What follows belongs to an exercise in optimizing a design on an open flow for small area, a short achievable clock period and few clock cycles; a production flow would make more cautious choices. Where RTL was checked, it was by simulation tests only, not by an equivalence proof against the original. Power figures rest on the tool's default switching activity, not on a simulated workload.

## calendar_clock_with_keypad_setup_unit
module calendar_clock_with_keypad_setup_unit (
   input  wire                                clock,
   input  wire                                reset,
   input  wire                                req_tvalid,
   output logic                               req_tready,
   input  wire  [ccks_pkg::REQ_DATA_W-1:0]    req_tdata,   
   input  wire                                req_tuser,   
   output logic                               rsp_tvalid,
   input  wire                                rsp_tready,
   output logic [ccks_pkg::RSP_DATA_W-1:0]    rsp_tdata
);
Size: ~91 flip-flops, ~79 I/O pins.
Settings: LEC_CHECK=0, ABC_AREA=1, CAP_MARGIN=20, CORE_MARGIN=2, CORE_UTILIZATION=40, SLEW_MARGIN=20; clock period 14.0 ns.
standard.sh (not shown) runs the stock make flow with config.mk's settings and CLKGATE_MAP_FILE= SYNTH_SCRIPT=/design/flow/synth_recipe.tcl, a recipe that flattens the netlist after the stock synthesis.
==> flow/flow/run.sh <==
#!/bin/bash
# The standard ORFS layout (the standard.sh) with two changes to how the
# layout is made: adders are left to ABC instead of being mapped to full- and
# half-adder cells first, and ports are buffered with the smallest buffer
# cell. Registers, their names and cell types are those of the standard
# synthesis. make's output goes to flow_make.log; each ORFS step keeps its own
# log under orfs/logs.
set -euo pipefail
bash standard.sh ADDER_MAP_FILE= "BUFFER_PORTS_ARGS=-buffer_cell sky130_fd_sc_hd__buf_1" finish > flow_make.log 2>&1
Edit:
==> flow/flow/run.sh (replaced) <==
#!/bin/bash
# The standard ORFS layout (the standard.sh) with two changes to how the
# layout is made: adders are left to ABC instead of being mapped to full- and
# half-adder cells first, and ports are buffered with the smallest buffer
# cell; timing repair aims for 9.5 ns of setup slack. Registers, their names and cell types are those of the standard
# synthesis. make's output goes to flow_make.log; each ORFS step keeps its own
# log under orfs/logs.
set -euo pipefail
bash standard.sh ADDER_MAP_FILE= "BUFFER_PORTS_ARGS=-buffer_cell sky130_fd_sc_hd__buf_1" SETUP_SLACK_MARGIN=9.5 finish > flow_make.log 2>&1
Global-route usage goes up by 0.15 points.
Setup slack gets better by 0.53 ns.
Core utilization rises by 1.2 points.
Routed wire length rose by about 2.4%.
Total power decreases by about 1.1%.
Via count increases by 1.9%.
Flip-flop and latch count does not change.
Non-clock buffer count rises by 8.
Cell count rises by 0.56%.
Maximum frequency climbs by about 12%.
Area after synthesis does not change.
Function was not checked in any run of this note: the RTL went through the layout flow alone.

---

Another version of the RTL of calendar_clock_with_keypad_setup_unit (not shown whole).
Size in the first run: roughly 1,100 cells after synthesis, roughly 82 flip-flops, roughly 79 I/O pins.
clock: 14.0 ns
lec_check: 0
abc_area: 1
cap_margin: 20
core_margin: 2
core_utilization: 50
cts_buf_list: sky130_fd_sc_hd__clkbuf_8
cts_cluster_diameter: 100
cts_cluster_size: 40
slew_margin: 20
==> flow/flow/run.sh <==
#!/bin/bash
# The standard ORFS layout (the standard.sh) with three changes to how
# the layout is made:
#  - adders are left to ABC instead of being mapped to full- and half-adder
#    cells first (ADDER_MAP_FILE empty);
#  - ports are buffered with the smallest buffer cell;
#  - timing repair aims for 9.6 ns of setup slack at the 14 ns clock, so it
#    keeps working on paths the 14 ns constraint alone would leave as they are.
# Registers, their names and cell types are those of the standard synthesis.
# make's output goes to flow_make.log; each ORFS step keeps its own log under
# orfs/logs.
set -euo pipefail
bash standard.sh ADDER_MAP_FILE= \
  "BUFFER_PORTS_ARGS=-buffer_cell sky130_fd_sc_hd__buf_1" \
  SETUP_SLACK_MARGIN=9.6 finish > flow_make.log 2>&1
Testbench counts at the start, summed over its fixed seeds: cycles 40,661.
Next try:
--- a/flow/flow/run.sh
+++ b/flow/flow/run.sh
@@ -5,5 +5,5 @@
 #    cells first (ADDER_MAP_FILE empty);
 #  - ports are buffered with the smallest buffer cell;
-#  - timing repair aims for 9.6 ns of setup slack at the 14 ns clock, so it
+#  - timing repair aims for 9.5 ns of setup slack at the 14 ns clock, so it
 #    keeps working on paths the 14 ns constraint alone would leave as they are.
 # Registers, their names and cell types are those of the standard synthesis.
@@ -13,3 +13,3 @@
 bash standard.sh ADDER_MAP_FILE= \
   "BUFFER_PORTS_ARGS=-buffer_cell sky130_fd_sc_hd__buf_1" \
-  SETUP_SLACK_MARGIN=9.6 finish > flow_make.log 2>&1
+  SETUP_SLACK_MARGIN=9.5 finish > flow_make.log 2>&1
--- a/flow/config.mk
+++ b/flow/config.mk
@@ -9,5 +9,5 @@
 export CAP_MARGIN = 20
 export CORE_MARGIN = 2
-export CORE_UTILIZATION = 50
+export CORE_UTILIZATION = 40
 export CTS_BUF_LIST = sky130_fd_sc_hd__clkbuf_8
 export CTS_CLUSTER_DIAMETER = 100
Result: The new run produced a clean layout. Worst hold slack hardly moves. Cell count increases by about 2.5%. Design area decreases by about 3.4%. Combinational power decreases by 13%. Sequential share of layout area increases by 0.77 points.
Next try:
--- a/flow/config.mk
+++ b/flow/config.mk
@@ -9,5 +9,5 @@
 export CAP_MARGIN = 20
 export CORE_MARGIN = 2
-export CORE_UTILIZATION = 40
+export CORE_UTILIZATION = 50
 export CTS_BUF_LIST = sky130_fd_sc_hd__clkbuf_8
 export CTS_CLUSTER_DIAMETER = 100
Result:
- critical path depth goes down by 1
- routed wire length goes down by 3.5%
- register-to-register slack improves by 0.02 ns
- sequential power barely changes
- sequential share of layout area goes down by 0.10 points
- global-route usage goes up by 4.7 points
- count of clock-buffer cells in the layout stays the same
- total power goes up by 2.4%
- setup slack degrades by 0.090 ns
Next try:
--- a/flow/flow/run.sh
+++ b/flow/flow/run.sh
@@ -5,5 +5,5 @@
 #    cells first (ADDER_MAP_FILE empty);
 #  - ports are buffered with the smallest buffer cell;
-#  - timing repair aims for 9.5 ns of setup slack at the 14 ns clock, so it
+#  - timing repair aims for 9.3 ns of setup slack at the 14 ns clock, so it
 #    keeps working on paths the 14 ns constraint alone would leave as they are.
 # Registers, their names and cell types are those of the standard synthesis.
@@ -13,3 +13,3 @@
 bash standard.sh ADDER_MAP_FILE= \
   "BUFFER_PORTS_ARGS=-buffer_cell sky130_fd_sc_hd__buf_1" \
-  SETUP_SLACK_MARGIN=9.5 finish > flow_make.log 2>&1
+  SETUP_SLACK_MARGIN=9.3 finish > flow_make.log 2>&1
What happened: Setup slack got worse by 0.14 ns. Combinational power is about the same. Total power went up by a few percent. Via count barely changes. Register-to-register slack got worse by 0.20 ns. Routed wire length rises slightly. Die area does not change.

afterwards: timing with drivers on the ports:
The results above use ideal ports. As a check the final layouts listed here were re-extracted and re-timed, cells and wires unchanged. Step 1: set_driving_cell puts a clkbuf_16 on clock and a buf_2 on each other input, an assumption about the parent block. Step 2 adds t to the input delays and takes it off the output delays; t is the mean of the earliest and latest rising clock arrival at the registers after step 1. Input paths then give back, and output paths get back, about the clock's delay inside the block. Three values: ideal, step 1, step 2; two values: the first two.
run | t (ns) | setup slack, ns | hold WS [ns] | clock arrival spread, ns
the first run of note 1 | 0.394 | 9.101 / 9.117 / 8.723 | 0.399 / 0.399 / 0.399 | 0.010 / 0.010
the second run of note 1 | 0.393 | 9.634 / 9.652 / 9.260 | 0.402 / 0.402 / 0.402 | 0.011 / 0.011
the first run of note 2 | 0.423 | 9.761 / 9.761 / 9.359 | 0.490 / 0.490 / 0.490 | 0.010 / 0.010
the second run of note 2 | 0.418 | 9.766 / 9.779 / 9.360 | 0.490 / 0.490 / 0.490 | 0.015 / 0.015
the third run of note 2 | 0.415 | 9.675 / 9.686 / 9.270 | 0.477 / 0.477 / 0.477 | 0.015 / 0.015
the fourth run of note 2 | 0.423 | 9.535 / 9.555 / 9.131 | 0.477 / 0.477 / 0.477 | 0.017 / 0.017
After both steps every run listed still meets setup and hold. For the second run of note 2, which loses most, drivers alone change the setup slack by +0.013 ns; drivers and shift together by -0.406 ns.
